Source: an optimization exercise on an open RTL-to-GDS flow (aim: small area and a short achievable clock period). Production flows keep margins and buffers that such runs may drop. RTL that was checked went through simulation tests only; none was proved equivalent to the original. The RTL of runs 1 to 3 was laid out without a check of its function. Power figures rest on the tool's default switching activity, not on a simulated workload.

## flow/run.sh

```bash
#!/bin/bash
# ORFS's synthesis as synth_recipe.tcl runs it, except that the full/half
# adder extraction is skipped and ABC maps with flow/abc.script; then the
# standard layout with plain buf_1 cells as port buffers.
set -euo pipefail
W=$PWD
{
  cat <<EOT
proc extract_fa {args} {}
proc abc {args} {
  set i [lsearch -exact \$args -script]
  lset args [expr {\$i + 1}] $W/flow/abc.script
  yosys abc {*}\$args
}
EOT
  cat synth_recipe.tcl
} > synth_custom.tcl
bash standard.sh SYNTH_SCRIPT=$W/synth_custom.tcl synth > synth.log 2>&1
BUFFER_PORTS_ARGS="-buffer_cell sky130_fd_sc_hd__buf_1" bash standard.sh finish > layout.log 2>&1
```

## flow/abc.script

```
strash; &get -n; &st; &syn2; &dch; &nf; &put; topo; stime -c
```

## standard.sh

```bash
#!/bin/bash
# synth_recipe.tcl (not shown) runs the flow's synth.tcl, then flattens the netlist and writes it again
# the make line also repeats each setting of config.mk as NAME=value (left out here)
make -C /OpenROAD-flow-scripts/flow DESIGN_CONFIG=/design/flow/config.mk WORK_HOME=/design/flow/orfs CLKGATE_MAP_FILE= SYNTH_SCRIPT=/design/flow/synth_recipe.tcl "${@:-finish}"
```

## config.mk

```make
export PLATFORM = sky130hd
export DESIGN_NAME = ex_stage
export DESIGN_NICKNAME = ex_stage
export VERILOG_FILES = /design/flow/design.v
export SDC_FILE = /design/flow/constraint.sdc
export NUM_CORES = 4
export LEC_CHECK = 0
export CAP_MARGIN = 20
export CORE_MARGIN = 2
export CORE_UTILIZATION = 40
export SETUP_SLACK_MARGIN = 2.5
export SLEW_MARGIN = 20
```

## constraint.sdc

```tcl
create_clock -name core_clock -period 5.0 [get_ports {clk}]
set_input_delay 1.0000 -clock core_clock [delete_from_list [all_inputs] [get_ports {clk}]]
set_output_delay 1.0000 -clock core_clock [all_outputs]
set_load 0.01 [all_outputs]
```

## design.v

```verilog
`default_nettype none
package exec_pkg;
    localparam int XLEN = 32;
    typedef logic [XLEN-1:0] xlen_t;
    localparam logic [6:0] OPC_OP     = 7'b0110011;
    localparam logic [6:0] OPC_OP_IMM = 7'b0010011;
    localparam logic [6:0] OPC_LUI    = 7'b0110111;
    localparam logic [6:0] OPC_AUIPC  = 7'b0010111;
    localparam logic [6:0] OPC_BRANCH = 7'b1100011;
    localparam logic [6:0] OPC_JAL    = 7'b1101111;
    localparam logic [6:0] OPC_JALR   = 7'b1100111;
endpackage
`default_nettype wire
`default_nettype none
module ex_issue (
    input  logic        clk,
    input  logic        rst_n,
    input  logic        flush,
    input  logic        in_valid,
    input  logic [6:0]  in_opcode,
    input  logic [4:0]  in_rd,
    input  logic [2:0]  in_funct3,
    input  logic [6:0]  in_funct7,
    input  logic [31:0] in_imm,
    input  logic [31:0] in_pc,
    input  logic [31:0] in_rs1_val,
    input  logic [31:0] in_rs2_val,
    output logic        iss_valid,
    output logic [31:0] iss_a,
    output logic [31:0] iss_b,
    output logic [31:0] iss_pc,
    output logic [4:0]  iss_rd,
    output logic        iss_add,
    output logic        iss_sub,
    output logic        iss_sll,
    output logic        iss_sr,
    output logic        iss_cmp,
    output logic        iss_mod,
    output logic        iss_lx,
    output logic        iss_la,
    output logic        iss_link,
    output logic        iss_br,
    output logic        iss_jump
);
    logic is_op, is_opimm, is_lui, is_auipc, is_br, is_jal, is_jalr, is_alu;
    logic cond;
    logic [2:0] f3;
    logic sub, sel_pc, sel_rev, sel_rs1;
    logic [31:0] rs1_rev;
    assign f3       = in_funct3;
    assign is_op    = (in_opcode == exec_pkg::OPC_OP);
    assign is_opimm = (in_opcode == exec_pkg::OPC_OP_IMM);
    assign is_lui   = (in_opcode == exec_pkg::OPC_LUI);
    assign is_auipc = (in_opcode == exec_pkg::OPC_AUIPC);
    assign is_br    = (in_opcode == exec_pkg::OPC_BRANCH);
    assign is_jal   = (in_opcode == exec_pkg::OPC_JAL);
    assign is_jalr  = (in_opcode == exec_pkg::OPC_JALR);
    assign is_alu   = is_op | is_opimm;
    assign sub     = is_alu & ((f3 == 3'b010) | (f3 == 3'b011) |
                               ((f3 == 3'b000) & is_op & in_funct7[5]));
    assign sel_pc  = is_auipc | is_jal | is_br;
    assign sel_rev = is_alu & (f3 == 3'b001);
    assign sel_rs1 = (is_alu & (f3 != 3'b001)) | is_jalr;
    always_comb begin
        for (int i = 0; i < 32; i++) begin
            rs1_rev[i] = in_rs1_val[31-i];
        end
    end
    branch_unit i_branch (
        .rs1    (in_rs1_val),
        .rs2    (in_rs2_val),
        .funct3 (f3),
        .cond   (cond)
    );
    always_ff @(posedge clk or negedge rst_n) begin
        if (!rst_n) begin
            iss_valid <= 1'b0;
        end else begin
            iss_valid <= in_valid && !flush;
        end
    end
    always_ff @(posedge clk) begin
        iss_a    <= sel_pc  ? in_pc :
                    sel_rev ? rs1_rev :
                    sel_rs1 ? in_rs1_val : 32'd0;
        iss_b    <= (is_op ? in_rs2_val : in_imm) ^ {32{sub}};
        iss_pc   <= in_pc;
        iss_rd   <= in_rd;
        iss_add  <= (is_alu & (f3 == 3'b000)) | is_lui | is_auipc;
        iss_sub  <= sub;
        iss_sll  <= is_alu & (f3 == 3'b001);
        iss_sr   <= is_alu & (f3 == 3'b101);
        iss_cmp  <= is_alu & (f3[2:1] == 2'b01);
        iss_mod  <= f3[2] ? in_funct7[5] : (f3[1] & f3[0]);
        iss_lx   <= is_alu & f3[2] & !f3[0];
        iss_la   <= is_alu & f3[2] & f3[1];
        iss_link <= is_jal | is_jalr;
        iss_br   <= is_br;
        iss_jump <= (is_br & cond) | is_jal | is_jalr;
    end
endmodule
`default_nettype wire
`default_nettype none
module int_alu (
    input  logic [31:0] a,
    input  logic [31:0] b,
    input  logic [31:0] pc,
    input  logic        op_add,
    input  logic        op_sub,
    input  logic        op_sll,
    input  logic        op_sr,
    input  logic        op_cmp,
    input  logic        op_mod,
    input  logic        op_lx,
    input  logic        op_la,
    input  logic        op_link,
    input  logic        op_br,
    output logic [31:0] rd_val,
    output logic [31:0] jump_pc
);
    logic [31:0] sum;
    logic        cout;
    logic        lt;
    logic [31:0] sh_out;
    logic [31:0] sh_rev;
    logic        fill;
    logic [31:0] link;
    add32 i_add (
        .a    (a),
        .b    (b),
        .cin  (op_sub),
        .s    (sum),
        .cout (cout)
    );
    assign lt = op_mod ? !cout : ((a[31] ^ !b[31]) ? a[31] : sum[31]);
    assign fill   = op_mod & a[31];
    assign sh_out = 32'($signed({fill, a}) >>> b[4:0]);
    always_comb begin
        for (int i = 0; i < 32; i++) begin
            sh_rev[i] = sh_out[31-i];
        end
    end
    inc30 i_inc (
        .a (pc[31:2]),
        .s (link[31:2])
    );
    assign link[1:0] = pc[1:0];
    assign rd_val = ({32{op_add}} & sum) |
                    ({32{op_sr}} & sh_out) |
                    ({32{op_sll}} & sh_rev) |
                    {31'd0, op_cmp & lt} |
                    ({32{op_lx}} & (a ^ b)) |
                    ({32{op_la}} & (a & b)) |
                    ({32{op_link}} & link);
    assign jump_pc = ({32{op_br}} & sum) |
                     ({32{op_link}} & {sum[31:1], 1'b0});
endmodule
module add32 (
    input  logic [31:0] a,
    input  logic [31:0] b,
    input  logic        cin,
    output logic [31:0] s,
    output logic        cout
);
    logic [31:0] p0;
    logic [31:0] c;    
    always_comb begin
        logic [31:0] g, p;
        g = a & b;
        p = a ^ b;
        p0 = p;
        g[0] = g[0] | (p[0] & cin);
        for (int l = 1; l < 32; l = l * 2) begin
            for (int i = 2 * l - 1; i < 32; i += 2 * l) begin
                g[i] = g[i] | (p[i] & g[i-l]);
                p[i] = p[i] & p[i-l];
            end
        end
        for (int l = 8; l >= 1; l = l / 2) begin
            for (int i = 3 * l - 1; i < 32; i += 2 * l) begin
                g[i] = g[i] | (p[i] & g[i-l]);
                p[i] = p[i] & p[i-l];
            end
        end
        c = g;
    end
    assign s    = p0 ^ {c[30:0], cin};
    assign cout = c[31];
endmodule
module inc30 (
    input  logic [29:0] a,
    output logic [29:0] s
);
    logic [29:0] t;    
    always_comb begin
        t = a;
        for (int l = 1; l < 30; l = l * 2) begin
            for (int i = 29; i >= l; i--) begin
                if ((i / l) % 2 == 1) begin
                    t[i] = t[i] & t[(i / l) * l - 1];
                end
            end
        end
    end
    assign s = a ^ {t[28:0], 1'b1};
endmodule
`default_nettype wire
`default_nettype none
module branch_unit (
    input  logic [31:0] rs1,
    input  logic [31:0] rs2,
    input  logic [2:0]  funct3,
    output logic        cond
);
    logic [30:0] gt_b;    
    logic [30:0] lt_b;    
    logic        lt_lo;   
    logic        eq_lo;
    logic        sd;      
    logic        eq, lt, ltu;
    assign gt_b = rs1[30:0] & ~rs2[30:0];
    assign lt_b = ~rs1[30:0] & rs2[30:0];
    always_comb begin
        logic [31:0] l, e;
        for (int i = 0; i < 31; i++) begin
            l[i] = lt_b[i];
            e[i] = !(gt_b[i] | lt_b[i]);
        end
        l[31] = 1'b0;
        e[31] = 1'b1;
        for (int w = 1; w < 32; w = w * 2) begin
            for (int i = 0; i < 32; i += 2 * w) begin
                l[i] = l[i + w] | (e[i + w] & l[i]);
                e[i] = e[i + w] & e[i];
            end
        end
        lt_lo = l[0];
        eq_lo = e[0];
    end
    assign sd  = rs1[31] ^ rs2[31];
    assign eq  = eq_lo & !sd;
    assign ltu = sd ? rs2[31] : lt_lo;
    assign lt  = sd ? rs1[31] : lt_lo;
    always_comb begin
        case (funct3)
            3'b000:  cond = eq;
            3'b001:  cond = !eq;
            3'b100:  cond = lt;
            3'b101:  cond = !lt;
            3'b110:  cond = ltu;
            3'b111:  cond = !ltu;
            default: cond = 1'b0;
        endcase
    end
endmodule
`default_nettype wire
`default_nettype none
module ex_result (
    input  logic        clk,
    input  logic        rst_n,
    input  logic        flush,
    input  logic        iss_valid,
    input  logic [4:0]  rd,
    input  logic        rd_we,
    input  logic [31:0] rd_val,
    input  logic [31:0] pc,
    input  logic        jump,
    input  logic [31:0] jump_pc,
    input  logic        illegal,
    output logic        out_valid,
    output logic [4:0]  out_rd,
    output logic        out_rd_we,
    output logic [31:0] out_rd_val,
    output logic [31:0] out_pc,
    output logic        out_jump,
    output logic [31:0] out_jump_pc,
    output logic        out_illegal
);
    always_ff @(posedge clk or negedge rst_n) begin
        if (!rst_n) begin
            out_valid <= 1'b0;
        end else begin
            out_valid <= iss_valid && !flush;
        end
    end
    always_ff @(posedge clk) begin
        out_rd      <= rd;
        out_rd_we   <= rd_we;
        out_rd_val  <= rd_val;
        out_pc      <= pc;
        out_jump    <= jump;
        out_jump_pc <= jump_pc;
        out_illegal <= illegal;
    end
endmodule
`default_nettype wire
`default_nettype none
module ex_top (
    input  logic        clk,
    input  logic        rst_n,
    input  logic        flush,
    input  logic        in_valid,
    input  logic [6:0]  in_opcode,
    input  logic [4:0]  in_rd,
    input  logic [2:0]  in_funct3,
    input  logic [6:0]  in_funct7,
    input  logic [31:0] in_imm,
    input  logic [31:0] in_pc,
    input  logic [31:0] in_rs1_val,
    input  logic [31:0] in_rs2_val,
    output logic        out_valid,
    output logic [4:0]  out_rd,
    output logic        out_rd_we,
    output logic [31:0] out_rd_val,
    output logic [31:0] out_pc,
    output logic        out_jump,
    output logic [31:0] out_jump_pc,
    output logic        out_illegal
);
    logic        iss_valid;
    logic [31:0] iss_a, iss_b, iss_pc;
    logic [4:0]  iss_rd;
    logic        iss_add, iss_sub, iss_sll, iss_sr, iss_cmp, iss_mod;
    logic        iss_lx, iss_la, iss_link, iss_br, iss_jump;
    logic [31:0] rd_val, jump_pc;
    logic        illegal, rd_we;
    ex_issue i_issue (
        .clk        (clk),
        .rst_n      (rst_n),
        .flush      (flush),
        .in_valid   (in_valid),
        .in_opcode  (in_opcode),
        .in_rd      (in_rd),
        .in_funct3  (in_funct3),
        .in_funct7  (in_funct7),
        .in_imm     (in_imm),
        .in_pc      (in_pc),
        .in_rs1_val (in_rs1_val),
        .in_rs2_val (in_rs2_val),
        .iss_valid  (iss_valid),
        .iss_a      (iss_a),
        .iss_b      (iss_b),
        .iss_pc     (iss_pc),
        .iss_rd     (iss_rd),
        .iss_add    (iss_add),
        .iss_sub    (iss_sub),
        .iss_sll    (iss_sll),
        .iss_sr     (iss_sr),
        .iss_cmp    (iss_cmp),
        .iss_mod    (iss_mod),
        .iss_lx     (iss_lx),
        .iss_la     (iss_la),
        .iss_link   (iss_link),
        .iss_br     (iss_br),
        .iss_jump   (iss_jump)
    );
    int_alu i_alu (
        .a       (iss_a),
        .b       (iss_b),
        .pc      (iss_pc),
        .op_add  (iss_add),
        .op_sub  (iss_sub),
        .op_sll  (iss_sll),
        .op_sr   (iss_sr),
        .op_cmp  (iss_cmp),
        .op_mod  (iss_mod),
        .op_lx   (iss_lx),
        .op_la   (iss_la),
        .op_link (iss_link),
        .op_br   (iss_br),
        .rd_val  (rd_val),
        .jump_pc (jump_pc)
    );
    assign illegal = !(iss_add | iss_sll | iss_sr | iss_cmp | iss_lx | iss_la |
                       iss_link | iss_br);
    assign rd_we   = !illegal && !iss_br && (iss_rd != 5'd0);
    ex_result i_result (
        .clk         (clk),
        .rst_n       (rst_n),
        .flush       (flush),
        .iss_valid   (iss_valid),
        .rd          (iss_rd),
        .rd_we       (rd_we),
        .rd_val      (rd_val),
        .pc          (iss_pc),
        .jump        (iss_jump),
        .jump_pc     (jump_pc),
        .illegal     (illegal),
        .out_valid   (out_valid),
        .out_rd      (out_rd),
        .out_rd_we   (out_rd_we),
        .out_rd_val  (out_rd_val),
        .out_pc      (out_pc),
        .out_jump    (out_jump),
        .out_jump_pc (out_jump_pc),
        .out_illegal (out_illegal)
    );
endmodule
`default_nettype wire
`default_nettype none
module ex_stage (
    input  logic        clk,
    input  logic        rst_n,
    input  logic        flush,
    input  logic        in_valid,
    input  logic [6:0]  in_opcode,
    input  logic [4:0]  in_rd,
    input  logic [2:0]  in_funct3,
    input  logic [6:0]  in_funct7,
    input  logic [31:0] in_imm,
    input  logic [31:0] in_pc,
    input  logic [31:0] in_rs1_val,
    input  logic [31:0] in_rs2_val,
    output logic        out_valid,
    output logic [4:0]  out_rd,
    output logic        out_rd_we,
    output logic [31:0] out_rd_val,
    output logic [31:0] out_pc,
    output logic        out_jump,
    output logic [31:0] out_jump_pc,
    output logic        out_illegal
);
    ex_top i_ex_top (
        .clk         (clk),
        .rst_n       (rst_n),
        .flush       (flush),
        .in_valid    (in_valid),
        .in_opcode   (in_opcode),
        .in_rd       (in_rd),
        .in_funct3   (in_funct3),
        .in_funct7   (in_funct7),
        .in_imm      (in_imm),
        .in_pc       (in_pc),
        .in_rs1_val  (in_rs1_val),
        .in_rs2_val  (in_rs2_val),
        .out_valid   (out_valid),
        .out_rd      (out_rd),
        .out_rd_we   (out_rd_we),
        .out_rd_val  (out_rd_val),
        .out_pc      (out_pc),
        .out_jump    (out_jump),
        .out_jump_pc (out_jump_pc),
        .out_illegal (out_illegal)
    );
endmodule
`default_nettype wire
```

==> qor.yml, run 1 <==
outcome:
  status: "no timing/DRC/antenna violations"
sta:
  postLayoutSetupSlackWorst_ps: 1634
  tightest_slew_ps: 907.6
  finalSetupViolations: 0
  period_share_pct: 67.32
  fin_crit_ps: 3366
  fin_tns_setup_ps: 0
  max_freq_mhz: 297.1
  slew_headroom_pct: 39.27
  rsz0062_at_grt: "yes"
  maxSlewViolCount: 0
  fin_skew_ps: 15.98
  hold_viol: 0
detailed_routing:
  wirelength_um: 39420
  drc: 0
  dr.pass1.iters: 6
  met1Wirelength_um: 17110
  ant_nets: 0
  num_vias: 10670
  wl_met3_um: 3727
  drt_iter0_drc: 1063
  avgRoutedWirePerCell_um: 21.16
  viasPerCell: 5.728
  dr.max_layer_used: "met5"
  wl_met2_um: 17520
pwr:
  power_leakage_nw: 5.121
  irDropWorstVdd_v: 0.0002291
  power_mw: 4.137
  p_per_area_nw_per_um2: 298.9
logic_synthesis:
  synthCells: 1183
  synth-async-reset-ratio_pct: 0.9174
  yosysSeqAreaShare_pct: 41.68
  netlist_area_um2: 10500
  syn_avg_cell_area_um2: 8.872
  synth.distinct_cells: 56
  syn-num-nets: 1337
  yosys.area.top_type: "dfxtp_1"
  yosys_warnings: 6
  synth_common_cells: "dfxtp_1 (216), nor2_1 (122), nand2_1 (110)"
  synth.area.top_cells: "dfxtp_1 (41%), mux2i_1 (5.5%), xnor2_1 (5.1%)"
  ys_ff_latch: 218
  synth_flop_cell: "dfxtp_1"
  synth-edff-count: 0
  synth_top_cell_area_share_pct: 41.20
  synth.most_common_cell: "dfxtp_1"
layout:
  areaGrowthSynthToFinish_pct: 31.88
  layout.nets: 1666
  stdcell_count: 1863
  final_core_util_pct: 53.42
  antennaDiodeCount: 0
  drive_gt1_share_pct: 14.14
critical_path:
  crit_chain: "maj3_2, o211ai_1, a31oi_2, a41o_1, and4b_2, a21oi_4, o311ai_4, a31oi_4, o21bai_2, maj3_2, xor2_1, a221oi_2, o21ai_1"
  crit_fanout: 2
  cp.arrival_ps: 3760
  cp_data_required_time_ps: 5390
  rrSetupSlack_ps: 1630
  crit_family: "compound AO/OA/AOI/OAI gates"
  critPathSlowestCell: "dfxtp_4"
  timing.critical_path.buf_inv: 0
  worstSetupPathType: "reg2reg"
  crit_path_frequent_cell: "maj3_2"
  startpoint_type: "flip-flop"
  cp_slowest_stage_delay_ps: 340
  setup.worst_path.end_class: "flip-flop"
clock_network:
  cts_tree: "done"
  clk_latency_ps: 530
  postCtsHoldBufs: 0
  htreeDepth: 1
  path_clk_slew_ps: 60
  cts_made_buffers: 24
  clock-root-buffer: "clkbuf_16"
  clock_path_buffers: 3
  clkSinkCount: 218
placed_design:
  gp_routability_congestion: 0.9722
  dp_hpwl_um: 27940
  port_buffers: 252
  dp.cells: 1785
  dp_worst_setup_slack_ps: 730.5
floorplanning:
  dieArea_um2: 27550
  dieHeight_um: 166.0
  core_area_um2: 25910
  rows: 59
  io_pins: 259
  start_util_pct: 40.50
  fp.dieW_um: 166.0
global_route:
  grt_pass1_vias: 10160
  grt_pass1_wl_um: 57660
  gr-usage-all-layers_pct: 26.50
  antenna_found_initial: 1
  grt-ovfl-total: 0
  grt_max_degree: 51
run:
  cap_viol_max_count: 0
worst_hold_path:
  min-delay-path-class: "in2async"
==> registers in the layout (all words and copies together), names as in the netlist, 5 cells and up <==
register,flops
i_ex_top.i_issue.iss_b,32
i_ex_top.i_result.out_rd_val,32
i_ex_top.i_issue.iss_pc,32
i_ex_top.i_result.out_jump_pc,32
i_ex_top.i_issue.iss_rd,5
i_ex_top.i_result.out_rd,5
i_ex_top.i_result.out_pc,32
i_ex_top.i_issue.iss_a,32
==> final timing paths <==
| kind | startpoint | to | depth (start not counted) |
|---|---|---|---|
| setup / recovery | i_ex_top.i_issue.iss_b[0] | i_ex_top.i_result.out_rd_val[31] | 13 |
| hold / removal | rst_n | i_ex_top.i_issue.iss_valid | 1 |
| setup reg to reg | i_ex_top.i_issue.iss_b[0] | i_ex_top.i_result.out_rd_val[31] | 13 |
| hold reg to reg | i_ex_top.i_issue.iss_jump | i_ex_top.i_result.out_jump | 0 |
| max in group asynchronous | rst_n | i_ex_top.i_result.out_valid | 1 |
| min in group core_clock | i_ex_top.i_issue.iss_jump | i_ex_top.i_result.out_jump | 0 |
==> layout by cell type (no fill, tap or decap), drive strengths merged, types with 24 or more instances in the layout <==
cell type / count
dfxtp: 216
clkinv: 61
o21ai: 79
xnor2: 61
nand2: 110
a22oi: 24
a222oi: 32
clkbuf: 37
nor2b: 27
a21oi: 71
nand3: 29
xor2: 51
mux2i: 58
buf: 299
nor2: 122
==> cell families (layout without fill, tap and decap cells) <==
group | count (synthesis) | after routing | share of synthesized area [%]
mux | 72 | 72 | 7.034
compound gates | 344 | 345 | 22.58
xor+xnor | 112 | 112 | 9.347
flops | 218 | 218 | 41.68
buf+inv | 59 | 402 | 2.110
simple gates | 364 | 365 | 15.92
fa+ha+maj | 14 | 14 | 1.335
==> routing by layer <==
layer	GRT usage (%)	vias up
li1	-	5035
met1	36.93	5043
met2	41.37	527
met3	5.910	64
met4	7.335	2
met5	0	-
==> final cells by class <==
class                      instances  area [µm²]
fill                            2458       12070
multi-input combinational        908        6638
sequential                       218        4397
timing repair buffer             301        1386
clock buffer                      36       686.9
tap                              335       419.2
inverter                          59       231.5
clock inverter                     6       82.58
==> repair_timing <==
item                                    4_1_cts  5_1_grt
pin swaps                                    33       29
cloned                                        2        1
setup buffers                                22       11
resized for setup                            93       68
endpoints found under the setup margin      122      117
==> stage by stage <==
stage / hold slack, ps / instance area (µm²)
after detailed placement: 322.1 / 12100
after global routing: 257.1 / 13840
after floorplan: 309.6 / 10620
final: 248.4 / 13840
after global placement: 315.0 / 12100
after CTS: 242.1 / 13460
==> power by group <==
group          internal [mW]  switching, mW
Clock                   1.05          0.686
Sequential              1.80         0.0577
Combinational          0.204          0.343
==> run 2: changes to the inputs <==
--- a/design.v
+++ b/design.v
@@ -126,11 +126,5 @@
     logic        fill;
     logic [31:0] link;
-    add32 i_add (
-        .a    (a),
-        .b    (b),
-        .cin  (op_sub),
-        .s    (sum),
-        .cout (cout)
-    );
+    assign {cout, sum} = {1'b0, a} + {1'b0, b} + {32'd0, op_sub};
     assign lt = op_mod ? !cout : ((a[31] ^ !b[31]) ? a[31] : sum[31]);
     assign fill   = op_mod & a[31];
@@ -156,36 +150,4 @@
                      ({32{op_link}} & {sum[31:1], 1'b0});
 endmodule
-module add32 (
-    input  logic [31:0] a,
-    input  logic [31:0] b,
-    input  logic        cin,
-    output logic [31:0] s,
-    output logic        cout
-);
-    logic [31:0] p0;
-    logic [31:0] c;    
-    always_comb begin
-        logic [31:0] g, p;
-        g = a & b;
-        p = a ^ b;
-        p0 = p;
-        g[0] = g[0] | (p[0] & cin);
-        for (int l = 1; l < 32; l = l * 2) begin
-            for (int i = 2 * l - 1; i < 32; i += 2 * l) begin
-                g[i] = g[i] | (p[i] & g[i-l]);
-                p[i] = p[i] & p[i-l];
-            end
-        end
-        for (int l = 8; l >= 1; l = l / 2) begin
-            for (int i = 3 * l - 1; i < 32; i += 2 * l) begin
-                g[i] = g[i] | (p[i] & g[i-l]);
-                p[i] = p[i] & p[i-l];
-            end
-        end
-        c = g;
-    end
-    assign s    = p0 ^ {c[30:0], cin};
-    assign cout = c[31];
-endmodule
 module inc30 (
     input  logic [29:0] a,
==> flow/abc.script (replaced) <==
strash
dch
map -B 0.9
topo
stime -c
buffer -c
upsize -c
dnsize -c
--- a/config.mk
+++ b/config.mk
@@ -9,4 +9,4 @@
 export CORE_MARGIN = 2
 export CORE_UTILIZATION = 40
-export SETUP_SLACK_MARGIN = 2.5
+export SETUP_SLACK_MARGIN = 3.0
 export SLEW_MARGIN = 20
==> run 2 against run 1 <==
  * Flip-flop and latch count is the same
  * Clock skew grew 4.5 ps
  * Count of clock-buffer cells in the layout decreased by 2
  * Largest power group unchanged
  * Highest routed layer is now met4
==> qor.yml, run 2 <==
outcome:
  status: "no timing/DRC/antenna violations"  # unchanged
clock_network:
  postCtsHoldBufs: 0  # unchanged
  clkSinkCount: 218  # unchanged
  cts_made_buffers: 23  # was 24
  path_clk_slew_ps: 60  # about the same
  htreeDepth: 1  # unchanged
  clk_latency_ps: 550  # was 530 ps
  clock_path_buffers: 3  # unchanged
  cts_tree: "done"  # unchanged
  clock-root-buffer: "clkbuf_16"  # unchanged
global_route:
  met1_usage_pct: 43.62  # was 36.93%
  grt-ovfl-total: 0  # unchanged
  met3_usage_pct: 4.133  # was 5.910%
  grt_use_met2_pct: 55.68  # was 41.37%
  grt_max_degree: 33  # was 51
  antenna_found_initial: 0  # was 1
  top_usage_layer: "met2"  # unchanged
  grt_pass1_vias: 13340  # was 10.16k
  gr-usage-all-layers_pct: 33.23  # was 26.50%
  grt_pass1_wl_um: 81950  # was 57660 µm
pwr:
  p_per_area_nw_per_um2: 240.4  # was 298.9 nW/µm²
  p_sw_share_pct: 30.01  # was 26.26%
  p_switching_mw: 1.313  # was 1.086 mW
  clkPwrFrac_pct: 37.8  # was 41.9%
  power_mw: 4.376  # was 4.137 mW
  power_leakage_nw: 8.110  # was 5.121 nW
  irDropWorstVdd_v: 0.0002311  # was 0.0002291 V
  p_int_mw: 3.063  # was 3.050 mW
  power_frac_seq_pct: 42.7  # was 44.9%
  combPwrFrac_pct: 19.5  # was 13.2%
logic_synthesis:
  syn-num-nets: 2036  # was 1337
  yosys_warnings: 5  # was 6
  synth-edff-count: 0  # unchanged
  synth.area.top_cells: "dfxtp_1 (35%), nand2_1 (16%), nor2_1 (6.4%)"  # was dfxtp_1 (41%), mux2i_1 (5.5%), xnor2_1 (5.1%)
  synth_top_cell_area_share_pct: 35.09  # was 41.20%
  synth.distinct_cells: 60  # was 56
  synth-async-reset-ratio_pct: 0.9174  # unchanged
  ys_ff_latch: 218  # unchanged
  synthCells: 1882  # was 1183
  synth_common_cells: "nand2_1 (534), dfxtp_1 (216), nor2_1 (211)"  # was dfxtp_1 (216), nor2_1 (122), nand2_1 (110)
  yosys.area.top_type: "dfxtp_1"  # unchanged
  syn_avg_cell_area_um2: 6.548  # was 8.872 µm²
  synth.most_common_cell: "nand2_1"  # was dfxtp_1
  yosysSeqAreaShare_pct: 35.50  # was 41.68%
  synth_flop_cell: "dfxtp_1"  # unchanged
  netlist_area_um2: 12320  # was 10500 µm²
critical_path:
  critPathSlowestCell: "nand3b_1"  # was dfxtp_4
  timing.critical_path.buf_inv: 3  # was 0
  worstSetupPathType: "in2reg"  # was reg2reg
  crit_path_frequent_cell: "nand2_1"  # was maj3_2
  startpoint_type: "input port"  # was flip-flop
  crit_fanout: 2  # unchanged
  crit_family: "simple AND/OR/NAND/NOR gates"  # was compound AO/OA/AOI/OAI gates
  setup.worst_path.end_class: "flip-flop"  # unchanged
  cp.arrival_ps: 2590  # was 3760 ps
  cp_data_required_time_ps: 5430  # was 5390 ps
  crit_chain: "buf_6, inv_1, nand2_1, nand2_2, nor2_4, inv_2, nor2_4, nand3b_1, nor2_4, nand3b_1, o21ai_2, nand2_1, nor2_1, nand2_1, nand2_1, nand2_1"  # was maj3_2, o211ai_1, a31oi_2, a41o_1, and4b_2, a21oi_4, o311ai_4, a31oi_4, o21bai_2, maj3_2, xor2_1, a221oi_2, o21ai_1
  cp_slowest_stage_delay_ps: 230  # was 340 ps
floorplanning:
  io_pins: 259  # unchanged
  dieArea_um2: 32230  # was 27550 µm²
  core_area_um2: 30430  # was 25910 µm²
  fp.dieW_um: 179.5  # was 166.0 µm
  rows: 64  # was 59
  dieHeight_um: 179.5  # was 166.0 µm
  start_util_pct: 40.50  # about the same
placed_design:
  dp.cells: 2476  # was 1785
  gp_routability_congestion: 0.9868  # was 0.9722
  dp_worst_setup_slack_ps: 2043  # was 730.5 ps
  port_buffers: 252  # unchanged
  dpl_cell_area_um2: 13660  # was 12100 µm²
  dp_hpwl_um: 42810  # was 27940 µm
layout:
  multi_input_area_um2: 8628  # was 6638 µm²
  layout.nets: 2401  # was 1666
  final_cell_mix: "nand2_1 (444), inv_1 (153), buf_1 (143), dfxtp_1 (133), nor2_1 (132)"  # was buf_1 (246), dfxtp_1 (206), nor2_1 (116), nand2_1 (109), clkinv_1 (55)
  fillCellCount: 2958  # was 2458
  antennaDiodeCount: 0  # unchanged
  drive_gt1_share_pct: 36.72  # was 14.14%
  areaGrowthSynthToFinish_pct: 47.70  # was 31.88%
  stdcell_count: 2659  # was 1863
  finalInstanceArea_um2: 18200  # was 13840 µm²
  final_common_cell: "nand2_1"  # was buf_1
  final_core_util_pct: 59.82  # was 53.42%
  seqCellArea_um2: 4501  # was 4397 µm²
detailed_routing:
  dr.pass1.iters: 8  # was 6
  drt_iter0_drc: 1110  # was 1063
  num_vias: 14400  # was 10.67k
  wirelength_um: 57180  # was 39420 µm
  viasPerCell: 5.416  # was 5.728
  ant_nets: 0  # unchanged
  drc: 0  # unchanged
  avgRoutedWirePerCell_um: 21.50  # was 21.16 µm
sta:
  period_share_pct: 43.05  # was 67.32%
  tightest_slew_ps: 733.4  # was 907.6 ps
  rsz0062_at_grt: "yes"  # unchanged
  finalSetupViolations: 0  # unchanged
  slew_headroom_pct: 51.05  # was 39.27%
  finalHoldWorstSlack_ps: 230.4  # was 248.4 ps
  maxSlewViolCount: 0  # unchanged
  postLayoutSetupSlackWorst_ps: 2847  # was 1634 ps
  fin_tns_setup_ps: 0  # unchanged
  fin_crit_ps: 2153  # was 3366 ps
  max_freq_mhz: 464.5  # was 297.1 MHz
  hold_viol: 0  # unchanged
  fin_skew_ps: 20.46  # was 15.98 ps
worst_hold_path:
  min-delay-path-class: "in2async"  # unchanged
run:
  cap_viol_max_count: 0  # unchanged
[run 2: cell count changes after synthesis, moves of 47 or more]
cell	previous run	this run
nor2_1	122	211
o21ai_0	79	141
inv_1	0	195
clkinv_1	59	3
mux2i_1	58	10
nand3_1	29	106
clkbuf_1	0	47
nand2_1	110	534
[run 2: metal layers]
metal  routed length (µm)  vias up
li1                     -     6836
met1                23890     6762
met2                26550      674
met3                 4072      130
met4                 2666        0
met5                    0        -
[run 2: cells by family after synthesis]
| family | after synthesis | synth area share [%] |
|---|---|---|
| xor+xnor | 69 | 4.904 |
| flops | 218 | 35.50 |
| simple gates | 955 | 32.90 |
| buf+inv | 290 | 9.422 |
| compound gates | 340 | 16.47 |
| mux | 10 | 0.8123 |
[run 2: power groups by stage]
stage | registers (mW) | logic, mW | clock network (mW)
finish | 1.87 | 0.854 | 1.65
global route | 1.87 | 0.913 | 1.74
CTS | 1.86 | 0.706 | 1.67
detailed placement | 1.89 | 0.565 | 0
global placement | 1.89 | 0.565 | 0
floorplan | 1.88 | 0.349 | 0
[run 2: what timing repair did]
item	CTS	global route
cloned	11	4
setup endpoints to repair	195	172
setup buffers	65	62
pin swaps	84	109
gates resized for setup	434	421
[run 2: path summary, 6_finish.rpt]
path | start | to | slack [ps] | cells after the start
worst max register to register | i_ex_top.i_issue.iss_add | i_ex_top.i_result.out_rd_val[0] | 2880 | 7
min in group core_clock | i_ex_top.i_issue.iss_jump | i_ex_top.i_result.out_jump | 330 | 0
worst max-delay path | in_rs2_val[23] | i_ex_top.i_issue.iss_jump | 2850 | 16
max in group asynchronous | rst_n | i_ex_top.i_result.out_valid | 4650 | 1
worst min register to register | i_ex_top.i_issue.iss_jump | i_ex_top.i_result.out_jump | 330 | 0
worst min-delay path | rst_n | i_ex_top.i_issue.iss_valid | 230 | 1
[run 2: area by class of cell]
type,count,share of cell area (%)
multi-input cells,1374,47.41
flip-flops and latches,218,24.73
repair buffers,406,15.60
inverters,219,5.307
clock buffers,34,3.664
well taps,396,2.722
clock inverters,7,0.3300
repair inverters,5,0.2475
[run 2: worst reg2reg max path: stages (launching register included)]
cell,delay (ps)
dfxtp_1,480
clkinv_1,330
buf_4,340
o2111ai_1,550
a21oi_1,80
o21ai_0,140
inv_1,70
nand2_1,70
==> run 3: changes to the inputs <==
--- a/config.mk
+++ b/config.mk
@@ -9,4 +9,4 @@
 export CORE_MARGIN = 2
 export CORE_UTILIZATION = 40
-export SETUP_SLACK_MARGIN = 3.0
+export SETUP_SLACK_MARGIN = 2.7
 export SLEW_MARGIN = 20
==> run 3 against run 2 <==
  * Cell area fell by 14%
  * Flip-flop and latch count did not move
  * Fmax fell by 6.9%
  * Global-route usage fell by 2.1 points
  * First-iteration DRC count rose by 5.2%
  * Die area did not move
  * Worst hold slack got worse by 5.9 ps
  * Count of clock-buffer cells in the layout fell by 4
  * Clock power rose by 12%
==> qor.yml, run 3 <==
sta:
  maxSlewViolCount: 0  # unchanged
  fin_skew_ps: 32.16  # was 20.46 ps
  fin_tns_setup_ps: 0  # unchanged
  hold_viol: 0  # unchanged
  finalHoldWorstSlack_ps: 224.5  # was 230.4 ps
  postLayoutSetupSlackWorst_ps: 2687  # was 2847 ps
  period_share_pct: 46.25  # was 43.05%
  fin_crit_ps: 2313  # was 2153 ps
  slew_headroom_pct: 50.19  # was 51.05%
  tightest_slew_ps: 746.3  # was 733.4 ps
  max_freq_mhz: 432.4  # was 464.5 MHz
  finalSetupViolations: 0  # unchanged
  rsz0062_at_grt: "yes"  # unchanged
logic_synthesis:
  synth_flop_cell: "dfxtp_1"  # unchanged
  ys_ff_latch: 218  # unchanged
  synth-async-reset-ratio_pct: 0.9174  # unchanged
  synth.distinct_cells: 60  # unchanged
  synth.area.top_cells: "dfxtp_1 (35%), nand2_1 (16%), nor2_1 (6.4%)"  # unchanged
  synth_top_cell_area_share_pct: 35.09  # unchanged
  yosysSeqAreaShare_pct: 35.50  # unchanged
  yosys_warnings: 5  # unchanged
  netlist_area_um2: 12320  # unchanged
  synth.most_common_cell: "nand2_1"  # unchanged
  syn-num-nets: 2036  # unchanged
  synthCells: 1882  # unchanged
  synth_common_cells: "nand2_1 (534), dfxtp_1 (216), nor2_1 (211)"  # unchanged
  yosys.area.top_type: "dfxtp_1"  # unchanged
  syn_avg_cell_area_um2: 6.548  # unchanged
  synth-edff-count: 0  # unchanged
global_route:
  antenna_found_initial: 1  # was 0
  grt_max_degree: 62  # was 33
  grt_pass1_wl_um: 76360  # was 81950 µm
  grt_pass1_vias: 12630  # was 13.34k
  gr-usage-all-layers_pct: 31.12  # was 33.23%
  grt-ovfl-total: 0  # unchanged
layout:
  layout.nets: 2323  # was 2401
  antennaDiodeCount: 0  # unchanged
  areaGrowthSynthToFinish_pct: 26.79  # was 47.70%
  stdcell_count: 2581  # was 2659
  final_core_util_pct: 51.35  # was 59.82%
  final_common_cell: "nand2_1"  # unchanged
  fillCellCount: 3176  # was 2958
  finalInstanceArea_um2: 15630  # was 18200 µm²
  drive_gt1_share_pct: 15.38  # was 36.72%
  final_cell_mix: "nand2_1 (506), buf_1 (252), dfxtp_1 (201), nor2_1 (184), inv_1 (178)"  # was nand2_1 (444), inv_1 (153), buf_1 (143), dfxtp_1 (133), nor2_1 (132)
pwr:
  p_switching_mw: 1.224  # was 1.313 mW
  p_sw_share_pct: 28.02  # was 30.01%
  p_int_mw: 3.144  # was 3.063 mW
  clkPwrFrac_pct: 42.2  # was 37.8%
  combPwrFrac_pct: 15.3  # was 19.5%
  irDropWorstVdd_v: 0.0002310  # was 0.0002311 V
  p_per_area_nw_per_um2: 279.5  # was 240.4 nW/µm²
  power_mw: 4.368  # was 4.376 mW
  power_leakage_nw: 6.876  # was 8.110 nW
  power_frac_seq_pct: 42.5  # was 42.7%
detailed_routing:
  num_vias: 13750  # was 14.40k
  viasPerCell: 5.327  # was 5.416
  wirelength_um: 52810  # was 57180 µm
  ant_nets: 0  # unchanged
  drc: 0  # unchanged
  avgRoutedWirePerCell_um: 20.46  # was 21.50 µm
  drt_iter0_drc: 1168  # was 1110
  dr.pass1.iters: 6  # was 8
critical_path:
  cp_data_required_time_ps: 5460  # was 5430 ps
  rrSetupSlack_ps: 2690  # was 2880 ps
  crit_fanout: 21  # was 2
  worstSetupPathType: "reg2reg"  # was in2reg
  timing.rr.start: "i_ex_top.i_issue.iss_b[0]"  # was i_ex_top.i_issue.iss_add
  cp.arrival_ps: 2780  # was 2590 ps
  timing.rr.end: "i_ex_top.i_result.out_rd_val[22]"  # was i_ex_top.i_result.out_rd_val[0]
  startpoint_type: "flip-flop"  # was input port
  setup.worst_path.end_class: "flip-flop"  # unchanged
  r2r_cells: 15  # was 7
outcome:
  status: "no timing/DRC/antenna violations"  # unchanged
clock_network:
  cts_tree: "done"  # unchanged
  path_clk_slew_ps: 60  # about the same
  clk_latency_ps: 550  # about the same
  clock-root-buffer: "clkbuf_16"  # unchanged
  postCtsHoldBufs: 0  # unchanged
  cts_made_buffers: 23  # unchanged
  htreeDepth: 1  # unchanged
  clock_path_buffers: 3  # unchanged
  clkSinkCount: 218  # unchanged
placed_design:
  dp_hpwl_um: 42020  # was 42810 µm
  port_buffers: 252  # unchanged
  dp.cells: 2479  # was 2476
  gp_routability_congestion: 0.9736  # was 0.9868
  dpl_cell_area_um2: 13590  # was 13660 µm²
  dp_worst_setup_slack_ps: 1581  # was 2043 ps
worst_hold_path:
  min-delay-path-class: "in2async"  # unchanged
floorplanning:
  dieArea_um2: 32230  # unchanged
  start_util_pct: 40.50  # unchanged
  dieHeight_um: 179.5  # unchanged
  rows: 64  # unchanged
  fp.dieW_um: 179.5  # unchanged
  core_area_um2: 30430  # unchanged
  io_pins: 259  # unchanged
run:
  cap_viol_max_count: 0  # unchanged
run 3: changes by cell type in the layout (fill, tap and decap cells not counted), moves of 41 or more:
| cell | previous run | this run |
|---|---|---|
| dfxtp_1 | 133 | 201 |
| dfxtp_2 | 74 | 10 |
| buf_6 | 44 | 3 |
| buf_1 | 143 | 252 |
| nand2_2 | 74 | 33 |
| nor2_1 | 132 | 184 |
| buf_2 | 47 | 0 |
| nand2_1 | 444 | 506 |
| buf_4 | 126 | 67 |
run 3: kinds of logic (layout without fill, tap and decap cells):
family,after synthesis,count (layout),share of synthesized area (%)
AOI/OAI and AO/OA,340,340,16.47
xor gates and xnor gates,69,69,4.904
buffers and inverters,290,593,9.422
DFF,218,218,35.50
muxes,10,10,0.8123
and+or+nand+nor,955,955,32.90
run 3: power by group through the flow:
stage          clock (mW)  sequential [mW]  combinational, mW
2_1_floorplan           0             1.88              0.344
3_3_place_gp            0             1.89              0.559
3_5_place_dp            0             1.89              0.561
4_1_cts              1.86             1.85              0.606
5_1_grt              1.95             1.86              0.722
6_report             1.84             1.86              0.668
run 3: repair_timing:
item                       4_1_cts  5_1_grt
setup endpoints to repair      120       88
pin swaps                       18       40
gates resized for setup         98      153
setup buffers                   26       29
gates cloned                     4        2
run 3: worst max path at each step:
stage / start / endpoint / cells past startpoint
after floorplan: in_opcode[3] / i_ex_top.i_issue.iss_b[12] / 8
after CTS: i_ex_top.i_issue.iss_b[0] / i_ex_top.i_result.out_rd_val[31] / 13
after global placement: i_ex_top.i_issue.iss_b[2] / i_ex_top.i_result.out_rd_val[31] / 12
after global routing: i_ex_top.i_issue.iss_b[0] / i_ex_top.i_result.out_rd_val[22] / 15
final: i_ex_top.i_issue.iss_b[0] / i_ex_top.i_result.out_rd_val[22] / 15
after detailed placement: i_ex_top.i_issue.iss_b[2] / i_ex_top.i_result.out_rd_val[31] / 12
run 3: final cells by class:
cell class / instances / area (µm²) / area share, %
tap: 396 / 495.5 / 3.171
clock buffer: 30 / 641.9 / 4.108
multi-input combinational: 1374 / 7343 / 47.00
inverter: 219 / 853.3 / 5.461
timing repair buffer: 331 / 1693 / 10.83
clock inverter: 11 / 177.7 / 1.137
timing repair inverter: 2 / 15.01 / 0.09609
sequential: 218 / 4405 / 28.20
run 3: per-layer routing:
layer	vias to the layer above	track usage, %	part of all wire [%]
met2	640	46.79	42
met5	-	0	0.023
met3	104	3.383	7.7
met4	2	16.65	5.6
li1	6668	-	-
met1	6335	43.76	44
run 3: critical path: stages, from the launching register on:
cell,delay (ps)
dfxtp_4,360
buf_12,150
inv_4,100
buf_12,160
nand2_1,60
nand2_1,80
nor2_1,60
a31oi_2,270
nand2_1,100
o21ai_1,130
nand2_1,70
nand3_1,120
nand2_1,110
o21ai_1,290
nor2_1,90
nand2_1,80
==> run 4: changes to the inputs <==
--- a/design.v
+++ b/design.v
@@ -41,8 +41,12 @@
     output logic        iss_link,
     output logic        iss_br,
-    output logic        iss_jump
+    output logic        iss_eq,
+    output logic        iss_lt,
+    output logic        iss_beq,
+    output logic        iss_blt,
+    output logic        iss_binv
 );
     logic is_op, is_opimm, is_lui, is_auipc, is_br, is_jal, is_jalr, is_alu;
-    logic cond;
+    logic eq, lt;
     logic [2:0] f3;
     logic sub, sel_pc, sel_rev, sel_rs1;
@@ -70,6 +74,7 @@
         .rs1    (in_rs1_val),
         .rs2    (in_rs2_val),
-        .funct3 (f3),
-        .cond   (cond)
+        .uns    (f3[1]),
+        .eq     (eq),
+        .lt     (lt)
     );
     always_ff @(posedge clk or negedge rst_n) begin
@@ -97,5 +102,9 @@
         iss_link <= is_jal | is_jalr;
         iss_br   <= is_br;
-        iss_jump <= (is_br & cond) | is_jal | is_jalr;
+        iss_eq   <= eq;
+        iss_lt   <= lt;
+        iss_beq  <= is_br & (f3[2:1] == 2'b00);
+        iss_blt  <= is_br & f3[2];
+        iss_binv <= f3[0];
     end
 endmodule
@@ -172,6 +181,7 @@
     input  logic [31:0] rs1,
     input  logic [31:0] rs2,
-    input  logic [2:0]  funct3,
-    output logic        cond
+    input  logic        uns,
+    output logic        eq,
+    output logic        lt
 );
     logic [30:0] gt_b;    
@@ -180,5 +190,4 @@
     logic        eq_lo;
     logic        sd;      
-    logic        eq, lt, ltu;
     assign gt_b = rs1[30:0] & ~rs2[30:0];
     assign lt_b = ~rs1[30:0] & rs2[30:0];
@@ -200,19 +209,7 @@
         eq_lo = e[0];
     end
-    assign sd  = rs1[31] ^ rs2[31];
-    assign eq  = eq_lo & !sd;
-    assign ltu = sd ? rs2[31] : lt_lo;
-    assign lt  = sd ? rs1[31] : lt_lo;
-    always_comb begin
-        case (funct3)
-            3'b000:  cond = eq;
-            3'b001:  cond = !eq;
-            3'b100:  cond = lt;
-            3'b101:  cond = !lt;
-            3'b110:  cond = ltu;
-            3'b111:  cond = !ltu;
-            default: cond = 1'b0;
-        endcase
-    end
+    assign sd = rs1[31] ^ rs2[31];
+    assign eq = eq_lo & !sd;
+    assign lt = sd ? (uns ? rs2[31] : rs1[31]) : lt_lo;
 endmodule
 `default_nettype wire
@@ -284,5 +281,7 @@
     logic [4:0]  iss_rd;
     logic        iss_add, iss_sub, iss_sll, iss_sr, iss_cmp, iss_mod;
-    logic        iss_lx, iss_la, iss_link, iss_br, iss_jump;
+    logic        iss_lx, iss_la, iss_link, iss_br;
+    logic        iss_eq, iss_lt, iss_beq, iss_blt, iss_binv;
+    logic        jump;
     logic [31:0] rd_val, jump_pc;
     logic        illegal, rd_we;
@@ -315,5 +314,9 @@
         .iss_link   (iss_link),
         .iss_br     (iss_br),
-        .iss_jump   (iss_jump)
+        .iss_eq     (iss_eq),
+        .iss_lt     (iss_lt),
+        .iss_beq    (iss_beq),
+        .iss_blt    (iss_blt),
+        .iss_binv   (iss_binv)
     );
     int_alu i_alu (
@@ -336,4 +339,6 @@
     assign illegal = !(iss_add | iss_sll | iss_sr | iss_cmp | iss_lx | iss_la |
                        iss_link | iss_br);
+    assign jump    = iss_link |
+                     (((iss_beq & iss_eq) | (iss_blt & iss_lt)) ^ (iss_binv & (iss_beq | iss_blt)));
     assign rd_we   = !illegal && !iss_br && (iss_rd != 5'd0);
     ex_result i_result (
@@ -346,5 +351,5 @@
         .rd_val      (rd_val),
         .pc          (iss_pc),
-        .jump        (iss_jump),
+        .jump        (jump),
         .jump_pc     (jump_pc),
         .illegal     (illegal),
--- a/config.mk
+++ b/config.mk
@@ -8,5 +8,5 @@
 export CAP_MARGIN = 20
 export CORE_MARGIN = 2
-export CORE_UTILIZATION = 40
-export SETUP_SLACK_MARGIN = 2.7
+export CORE_UTILIZATION = 65
+export SETUP_SLACK_MARGIN = 3.0
 export SLEW_MARGIN = 20
==> run 4 against run 3 <==
  * Synthesized cell count rose by 4.8%
  * Synthesized area rose by 3.0%
  * The run now fails in global routing
==> qor.yml, run 4 <==
floorplanning:
  io_pins: 259  # unchanged
  start_util_pct: 65.62  # was 40.50%
  fp.dieW_um: 143.7  # was 179.5 µm
  dieHeight_um: 143.7  # was 179.5 µm
  rows: 51  # was 64
logic_synthesis:
  yosys.area.top_type: "dfxtp_1"  # unchanged
  synthCells: 1973  # was 1882
  netlist_area_um2: 12690  # was 12320 µm²
  syn-num-nets: 2127  # was 2036
  synth.area.top_cells: "dfxtp_1 (35%), nand2_1 (16%), nand3_1 (8.5%)"  # was dfxtp_1 (35%), nand2_1 (16%), nor2_1 (6.4%)
  syn_avg_cell_area_um2: 6.430  # was 6.548 µm²
  ys_ff_latch: 222  # was 218
  synth_common_cells: "nand2_1 (551), inv_1 (221), nor2_1 (221)"  # was nand2_1 (534), dfxtp_1 (216), nor2_1 (211)
  synth-async-reset-ratio_pct: 0.9009  # was 0.9174%
  synth.most_common_cell: "nand2_1"  # unchanged
  yosys_warnings: 5  # unchanged
  synth-edff-count: 0  # unchanged
  synth_top_cell_area_share_pct: 34.71  # was 35.09%
  yosysSeqAreaShare_pct: 35.11  # was 35.50%
  synth.distinct_cells: 52  # was 60
  synth_flop_cell: "dfxtp_1"  # unchanged
clock_network:
  htreeDepth: 1  # unchanged
  clkSinkCount: 222  # was 218
  cts_made_buffers: 22  # was 23
  clock-root-buffer: "clkbuf_16"  # unchanged
  postCtsHoldBufs: 0  # unchanged
  clock_path_buffers: 3  # unchanged
placed_design:
  dp_hpwl_um: 38070  # was 42020 µm
  port_buffers: 252  # unchanged
  dp.cells: 2425  # was 2479
  gp_routability_congestion: 1.071  # was 0.9736
  dpl_cell_area_um2: 13700  # was 13590 µm²
global_route:
  grt-ovfl-total: 264
  grt_max_degree: 35
  gr-usage-all-layers_pct: 86.80
outcome:
  status: "did not finish"  # was no timing/DRC/antenna violations
  stop_stage: "global routing"
  error: "[ERROR GRT-0232] Routing congestion too high. Check the congestion heatmap in the GUI."
run 4: layer usage:
layer / overflow / track usage (%)
met1: 21 / 84.62
met2: 127 / 96.89
met3: 27 / 79.27
met4: 88 / 88.34
met5: 1 / 61.40
run 4: cell families after synthesis:
kind of cell | share of synthesized area [%]
and+or+nand+nor | 36.82
AOI/OAI and AO/OA | 13.62
DFF | 35.11
buffers and inverters | 9.734
muxes | 0.2367
xor gates and xnor gates | 4.477
run 4: power by group through the flow:
stage	Clock (mW)	Sequential, mW	Combinational, mW
CTS	1.72	1.89	0.678
detailed placement	0	1.92	0.586
global placement	0	1.92	0.572
floorplan	0	1.91	0.380
run 4: repair_timing:
action,in CTS
cloned,16
resized for setup,203
buffers inserted,39
pin swaps,27
setup endpoints to repair,142
run 4: per-stage QoR:
step | util [%] | setup slack, ps
4_1_cts | 81.82 | 2887
3_5_place_dp | 70.83 | 2017
3_3_place_gp | 70.83 | 2122
2_1_floorplan | - | 2790
run 4: worst max path at each step:
stage                                 endpoint  cells past startpoint
CTS                  i_ex_top.i_issue.iss_b[1]                     12
floorplan           i_ex_top.i_issue.iss_b[10]                      7
detailed placement  i_ex_top.i_issue.iss_b[11]                      8
global placement    i_ex_top.i_issue.iss_b[15]                      8
==> run 5: changes to the inputs <==
--- a/config.mk
+++ b/config.mk
@@ -8,5 +8,5 @@
 export CAP_MARGIN = 20
 export CORE_MARGIN = 2
-export CORE_UTILIZATION = 65
+export CORE_UTILIZATION = 40
 export SETUP_SLACK_MARGIN = 3.0
 export SLEW_MARGIN = 20
==> run 5 against run 4 <==
  * The run now finishes clean
  * Synthesized area unchanged
  * Synthesized cell count unchanged
==> qor.yml, run 5 <==
critical_path:
  rrSetupSlack_ps: 2950
  crit_fanout: 3
  cp.arrival_ps: 2470
  startpoint_type: "flip-flop"
  crit_chain: "buf_12, inv_4, buf_12, nand2_8, a21oi_4, nand2_4, nand2_4, nand2_4, nand2_4, nand2_4, nand2_2, nand2_2, xor2_2, nor2b_2"
  cp_slowest_stage_delay_ps: 350
  worstSetupPathType: "reg2reg"
  critPathSlowestCell: "dfxtp_4"
  crit_path_frequent_cell: "nand2_4"
  setup.worst_path.end_class: "flip-flop"
  cp_data_required_time_ps: 5420
logic_synthesis:
  synth.distinct_cells: 52  # unchanged
  syn-num-nets: 2127  # unchanged
  ys_ff_latch: 222  # unchanged
  synth_common_cells: "nand2_1 (551), inv_1 (221), nor2_1 (221)"  # unchanged
  yosys.area.top_type: "dfxtp_1"  # unchanged
  synth_top_cell_area_share_pct: 34.71  # unchanged
  synth.area.top_cells: "dfxtp_1 (35%), nand2_1 (16%), nand3_1 (8.5%)"  # unchanged
  synth-edff-count: 0  # unchanged
  netlist_area_um2: 12690  # unchanged
  yosysSeqAreaShare_pct: 35.11  # unchanged
  yosys_warnings: 5  # unchanged
  synth-async-reset-ratio_pct: 0.9009  # unchanged
  synth_flop_cell: "dfxtp_1"  # unchanged
  synthCells: 1973  # unchanged
  synth.most_common_cell: "nand2_1"  # unchanged
  syn_avg_cell_area_um2: 6.430  # unchanged
detailed_routing:
  dr.pass1.iters: 6
  viasPerCell: 5.505
  num_vias: 14850
  drc: 0
  ant_nets: 0
  wirelength_um: 58320
  avgRoutedWirePerCell_um: 21.61
  drt_iter0_drc: 1296
sta:
  fin_crit_ps: 2053
  hold_viol: 0
  tightest_slew_ps: 711.0
  slew_headroom_pct: 52.34
  max_freq_mhz: 487.1
  fin_skew_ps: 6.608
  maxSlewViolCount: 0
  fin_tns_setup_ps: 0
  period_share_pct: 41.06
  rsz0062_at_grt: "yes"
  finalSetupViolations: 0
pwr:
  p_sw_share_pct: 29.89
  combPwrFrac_pct: 18.9
  p_switching_mw: 1.333
  p_int_mw: 3.127
  clkPwrFrac_pct: 38.3
  power_mw: 4.460
  power_frac_seq_pct: 42.7
  irDropWorstVdd_v: 0.0002031
  power_leakage_nw: 8.463
  p_per_area_nw_per_um2: 248.1
placed_design:
  dp_hpwl_um: 43370  # was 38070 µm
  gp_routability_congestion: 0.9729  # was 1.071
  dpl_cell_area_um2: 13910  # was 13700 µm²
  port_buffers: 252  # unchanged
floorplanning:
  start_util_pct: 40.41  # was 65.62%
  fp.dieW_um: 182.1  # was 143.7 µm
  rows: 65  # was 51
  dieHeight_um: 182.1  # was 143.7 µm
  dieArea_um2: 33160
  io_pins: 259  # unchanged
  core_area_um2: 31390
clock_network:
  clk_latency_ps: 540
  clock_path_buffers: 3  # unchanged
  path_clk_slew_ps: 60
  clock-root-buffer: "clkbuf_16"  # unchanged
  htreeDepth: 1  # unchanged
  cts_made_buffers: 23  # was 22
  clkSinkCount: 222  # unchanged
  cts_tree: "done"
  postCtsHoldBufs: 0  # unchanged
layout:
  final_cell_mix: "nand2_1 (436), inv_1 (195), nand3_1 (162), nor2_1 (156), buf_1 (142)"
  drive_gt1_share_pct: 32.49
  final_common_cell: "nand2_1"
  areaGrowthSynthToFinish_pct: 41.71
  finalInstanceArea_um2: 17980
  layout.nets: 2436
  antennaDiodeCount: 0
global_route:
  antenna_found_initial: 0
  grt_max_degree: 35
  grt_pass1_vias: 13700
  gr-usage-all-layers_pct: 33.01
  grt_pass1_wl_um: 81690
  grt-ovfl-total: 0
worst_hold_path:
  min-delay-path-class: "in2async"
run:
  cap_viol_max_count: 0
outcome:
  status: "no timing/DRC/antenna violations"  # was did not finish
-- run 5: cell counts after synthesis --
Identical to the previous run, type by type.
-- run 5: what timing repair did --
item / CTS / global route
gates cloned: 12 / 7
hold endpoints to repair: 0 / 0
endpoints found under the setup margin: 209 / 166
resized for setup: 305 / 485
pin swaps: 33 / 107
buffers inserted: 37 / 35
-- run 5: worst max-delay path, delay by kind of cell (launching register included) --
family / cells / cell delay, ps
xor gates and xnor gates: 1 / 170
buffers and inverters: 3 / 320
and+or+nand+nor: 9 / 790
DFF: 1 / 350
AOI/OAI and AO/OA: 1 / 290
-- run 5: layout make-up --
cell class	instances	area (µm²)
inverters	235	924.6
clock inverters	9	83.83
repair buffers	349	2312
well taps	402	503.0
clock buffers	30	671.9
flip-flops and latches	222	4582
multi-input cells	1447	8874
fillers	3060	13410
repair inverters	4	27.53
-- run 5: cell families (layout without fill, tap and decap cells) --
| logic type | count (synthesis) | after routing | synth area share, % |
|---|---|---|---|
| and+or+nand+nor | 1093 | 1098 | 36.82 |
| AOI/OAI and AO/OA | 282 | 282 | 13.62 |
| buffers and inverters | 309 | 627 | 9.734 |
| xor gates and xnor gates | 64 | 64 | 4.477 |
| DFF | 222 | 222 | 35.11 |
| muxes | 3 | 3 | 0.2367 |
-- run 5: worst paths after layout --
kind	startpoint	end	cells after the start
setup / recovery	i_ex_top.i_issue.iss_b[2]	i_ex_top.i_result.out_jump_pc[23]	14
setup reg to reg	i_ex_top.i_issue.iss_b[2]	i_ex_top.i_result.out_jump_pc[23]	14
min in group core_clock	i_ex_top.i_issue.iss_pc[0]	i_ex_top.i_result.out_pc[0]	0
max in group asynchronous	rst_n	i_ex_top.i_issue.iss_valid	1
hold reg to reg	i_ex_top.i_issue.iss_pc[0]	i_ex_top.i_result.out_pc[0]	0
hold / removal	rst_n	i_ex_top.i_result.out_valid	1
-- run 5: power by group through the flow --
stage	Clock, mW	Sequential, mW	Combinational [mW]
global route	1.80	1.91	0.908
CTS	1.73	1.89	0.685
finish	1.71	1.91	0.844
global placement	0	1.93	0.599
detailed placement	0	1.93	0.600
floorplan	0	1.91	0.380
-- run 5: through the flow --
step	std cells	hold slack [ps]	util (%)	setup slack, ps
after detailed placement	2568	339.1	44.32	1973
after floorplan	1973	330.8	-	2790
after CTS	2656	222.8	51.08	2921
final	2698	233.2	57.27	2947
after global routing	2698	230.6	57.27	2878
after global placement	2568	334.9	44.32	2061
-- run 5: metal layers --
metal / share of wire, % / track usage, % / wire length, µm / up-vias
met3: 7.6 / 5.169 / 4460 / 158
li1: - / - / - / 7035
met2: 45 / 53.50 / 26520 / 734
met5: 0 / 0 / 0 / -
met1: 41 / 42.79 / 23970 / 6925
met4: 5.8 / 16.55 / 3367 / 0
==> run 6: changes to the inputs <==
--- a/config.mk
+++ b/config.mk
@@ -9,4 +9,4 @@
 export CORE_MARGIN = 2
 export CORE_UTILIZATION = 40
-export SETUP_SLACK_MARGIN = 3.0
+export SETUP_SLACK_MARGIN = 2.8
 export SLEW_MARGIN = 20
==> run 6 against run 5 <==
  * Still clean
  * First-iteration DRC count grew 12%
  * Register-to-register slack lost 120 ps
  * Clock skew grew 14 ps
  * Synthesized area is the same
  * Flip-flop and latch count is the same
  * Worst setup slack lost 120 ps
  * Critical path depth shrank 4
  * Via count shrank 4.5%
  * Cell area shrank 13%
  * Largest power group unchanged
  * Highest routed layer unchanged
==> qor.yml, run 6 <==
logic_synthesis:
  synth_top_cell_area_share_pct: 34.71  # unchanged
  yosys.area.top_type: "dfxtp_1"  # unchanged
  synth.distinct_cells: 52  # unchanged
  ys_ff_latch: 222  # unchanged
  synth.area.top_cells: "dfxtp_1 (35%), nand2_1 (16%), nand3_1 (8.5%)"  # unchanged
  yosys_warnings: 5  # unchanged
  synth-edff-count: 0  # unchanged
  yosysSeqAreaShare_pct: 35.11  # unchanged
  syn_avg_cell_area_um2: 6.430  # unchanged
  synth-async-reset-ratio_pct: 0.9009  # unchanged
  syn-num-nets: 2127  # unchanged
  synthCells: 1973  # unchanged
  synth_flop_cell: "dfxtp_1"  # unchanged
  synth_common_cells: "nand2_1 (551), inv_1 (221), nor2_1 (221)"  # unchanged
  synth.most_common_cell: "nand2_1"  # unchanged
  netlist_area_um2: 12690  # unchanged
pwr:
  power_leakage_nw: 7.334  # was 8.463 nW
  power_frac_seq_pct: 43.2  # was 42.7%
  combPwrFrac_pct: 15.8  # was 18.9%
  p_per_area_nw_per_um2: 279.2  # was 248.1 nW/µm²
  p_sw_share_pct: 28.73  # was 29.89%
  clkPwrFrac_pct: 41.0  # was 38.3%
  p_int_mw: 3.127  # about the same
  irDropWorstVdd_v: 0.0002067  # was 0.0002031 V
  p_switching_mw: 1.260  # was 1.333 mW
run:
  cap_viol_max_count: 0  # unchanged
clock_network:
  postCtsHoldBufs: 0  # unchanged
  htreeDepth: 1  # unchanged
  clock-root-buffer: "clkbuf_16"  # unchanged
  cts_made_buffers: 23  # unchanged
  clk_latency_ps: 540  # about the same
  cts_tree: "done"  # unchanged
  clkSinkCount: 222  # unchanged
  path_clk_slew_ps: 60  # about the same
  clock_path_buffers: 3  # unchanged
critical_path:
  cp_data_required_time_ps: 5380  # was 5420 ps
  critPathSlowestCell: "dfxtp_4"  # unchanged
  cp_slowest_stage_delay_ps: 380  # was 350 ps
  timing.critical_path.buf_inv: 1  # was 3
  setup.worst_path.end_class: "flip-flop"  # unchanged
  crit_path_frequent_cell: "nand3_1"  # was nand2_4
  worstSetupPathType: "reg2reg"  # unchanged
  startpoint_type: "flip-flop"  # unchanged
  crit_chain: "bufbuf_16, or2_2, o21ai_2, nand2_1, nand3_1, nand3_1, o21ai_1, nand2_1, nand3_1, o2111ai_1"  # was buf_12, inv_4, buf_12, nand2_8, a21oi_4, nand2_4, nand2_4, nand2_4, nand2_4, nand2_4, nand2_2, nand2_2, xor2_2, nor2b_2
  crit_fanout: 11  # was 3
  cp.arrival_ps: 2550  # was 2470 ps
  crit_family: "simple AND/OR/NAND/NOR gates"  # unchanged
detailed_routing:
  avgRoutedWirePerCell_um: 20.24  # was 21.61 µm
  met1Wirelength_um: 23850  # was 23970 µm
  drc: 0  # unchanged
  ant_nets: 0  # unchanged
  dr.pass1.iters: 6  # unchanged
  num_vias: 14190  # was 14.85k
  wirelength_um: 53550  # was 58320 µm
  viasPerCell: 5.362  # was 5.505
  dr.max_layer_used: "met4"  # unchanged
  wl_met2_um: 24190  # was 26520 µm
  wl_met3_um: 3621  # was 4460 µm
  drt_iter0_drc: 1453  # was 1296
sta:
  rsz0062_at_grt: "yes"  # unchanged
  slew_headroom_pct: 38.93  # was 52.34%
  maxSlewViolCount: 0  # unchanged
  hold_viol: 0  # unchanged
  max_freq_mhz: 461.1  # was 487.1 MHz
  fin_skew_ps: 20.73  # was 6.608 ps
  fin_crit_ps: 2169  # was 2053 ps
  period_share_pct: 43.38  # was 41.06%
  fin_tns_setup_ps: 0  # unchanged
  finalSetupViolations: 0  # unchanged
  finalHoldWorstSlack_ps: 251.7  # was 233.2 ps
  tightest_slew_ps: 913.9  # was 711.0 ps
floorplanning:
  rows: 65  # unchanged
  dieArea_um2: 33160  # unchanged
  fp.dieW_um: 182.1  # unchanged
  start_util_pct: 40.41  # unchanged
  io_pins: 259  # unchanged
  dieHeight_um: 182.1  # unchanged
  core_area_um2: 31390  # unchanged
global_route:
  grt_max_degree: 63  # was 35
  antenna_found_initial: 0  # unchanged
  gr-usage-all-layers_pct: 30.95  # was 33.01%
  grt_pass1_wl_um: 77050  # was 81690 µm
  grt-ovfl-total: 0  # unchanged
  grt_pass1_vias: 12820  # was 13.70k
placed_design:
  gp_routability_congestion: 0.9743  # was 0.9729
  port_buffers: 252  # unchanged
  dp_hpwl_um: 43040  # was 43370 µm
  dpl_cell_area_um2: 13910  # about the same
layout:
  finalInstanceArea_um2: 15720  # was 17980 µm²
  areaGrowthSynthToFinish_pct: 23.89  # was 41.71%
  final_cell_mix: "nand2_1 (515), buf_1 (252), inv_1 (215), dfxtp_1 (207)"  # was nand2_1 (436), inv_1 (195), nand3_1 (162), nor2_1 (156), buf_1 (142)
  layout.nets: 2381  # was 2436
  antennaDiodeCount: 0  # unchanged
  drive_gt1_share_pct: 12.43  # was 32.49%
  final_common_cell: "nand2_1"  # unchanged
worst_hold_path:
  min-delay-path-class: "in2async"  # unchanged
outcome:
  status: "no timing/DRC/antenna violations"  # unchanged
-- run 6: per-stage QoR --
step                cells  setup WS [ps]  power, mW  util, %
floorplan            1973           2790      2.291        -
global placement     2568           2062      2.526    44.30
detailed placement   2568           1995      2.529    44.30
CTS                  2623           2743      4.345    48.02
global route         2646           2718      4.550    50.07
finish               2646           2831      4.388    50.07
-- run 6: cell type report --
| class | count | area, µm² |
|---|---|---|
| fill | 3331 | 15680 |
| multi-input combinational | 1442 | 7490 |
| sequential | 222 | 4478 |
| timing repair buffer | 300 | 1518 |
| inverter | 235 | 907.1 |
| clock buffer | 28 | 634.4 |
| tap | 402 | 503.0 |
| clock inverter | 14 | 167.7 |
| timing repair inverter | 3 | 20.02 |
-- run 6: cells by family after synthesis --
| logic type | Yosys count | synth area share, % |
|---|---|---|
| buf+inv | 309 | 9.734 |
| xor+xnor | 64 | 4.477 |
| compound gates | 282 | 13.62 |
| simple gates | 1093 | 36.82 |
| mux | 3 | 0.2367 |
| flops | 222 | 35.11 |
-- run 6: final timing paths --
path | from | endpoint | slack, ps | cells past startpoint
worst min-delay path | rst_n | i_ex_top.i_result.out_valid | 250 | 1
worst max-delay path | i_ex_top.i_issue.iss_b[0] | i_ex_top.i_result.out_rd_val[7] | 2830 | 10
worst min register to register | i_ex_top.i_issue.iss_rd[2] | i_ex_top.i_result.out_rd[2] | 350 | 0
max in group asynchronous | rst_n | i_ex_top.i_issue.iss_valid | 4620 | 1
worst max register to register | i_ex_top.i_issue.iss_b[0] | i_ex_top.i_result.out_rd_val[7] | 2830 | 10
min in group core_clock | i_ex_top.i_issue.iss_rd[2] | i_ex_top.i_result.out_rd[2] | 350 | 0
-- run 6: timing repair --
action,CTS,global route
buffers inserted,9,20
setup endpoints to repair,100,114
gates resized for setup,56,144
pin swaps,4,20
gates cloned,4,3
-- run 6: power by group through the flow --
stage	logic (mW)	registers, mW	clock network [mW]
finish	0.693	1.89	1.80
global route	0.755	1.90	1.90
CTS	0.633	1.89	1.82
detailed placement	0.600	1.93	0
global placement	0.598	1.93	0
floorplan	0.380	1.91	0
-- run 6: metal layers --
layer	vias up	global-route usage (%)
met5	-	0
met4	0	9.903
met3	82	3.852
met2	612	50.24
met1	6576	42.83
li1	6919	-

==> static timing again, ports no longer ideal <==
Ports are ideal in the flow. The routed layouts listed here were re-timed in OpenROAD. Step 1 (the two cells are an assumption about what drives the block):
set clk [get_ports {clk}]
set_driving_cell -lib_cell sky130_fd_sc_hd__clkbuf_16 $clk
set_driving_cell -lib_cell sky130_fd_sc_hd__buf_2 [delete_from_list [all_inputs] $clk]
Step 2 moves the port delays by t, midway between the first and last clock arrival at a register: inputs arrive t later, outputs are due t later. That takes back most of the time a late clock gives input paths. Three values: ideal ports, drivers, drivers and shift; two values: the first two.
run | t, ns | slack for setup (ns) | hold WS [ns] | worst slew at a driven data input, ns
run 1 | 0.565 | 1.634 / 1.634 / 1.631 | 0.248 / 0.230 / 0.328 | 0.05
run 2 | 0.593 | 2.847 / 2.863 / 2.270 | 0.230 / 0.204 / 0.332 | 0.05
run 3 | 0.583 | 2.687 / 2.687 / 2.274 | 0.224 / 0.204 / 0.328 | 0.04
run 5 | 0.588 | 2.947 / 2.928 / 2.455 | 0.233 / 0.215 / 0.344 | 0.05
run 6 | 0.583 | 2.831 / 2.831 / 2.284 | 0.252 / 0.227 / 0.352 | 0.04
After both steps setup and hold are still met in every run listed. For run 2, which loses most, drivers alone change the setup slack by +0.016 ns; drivers and shift together by -0.577 ns.
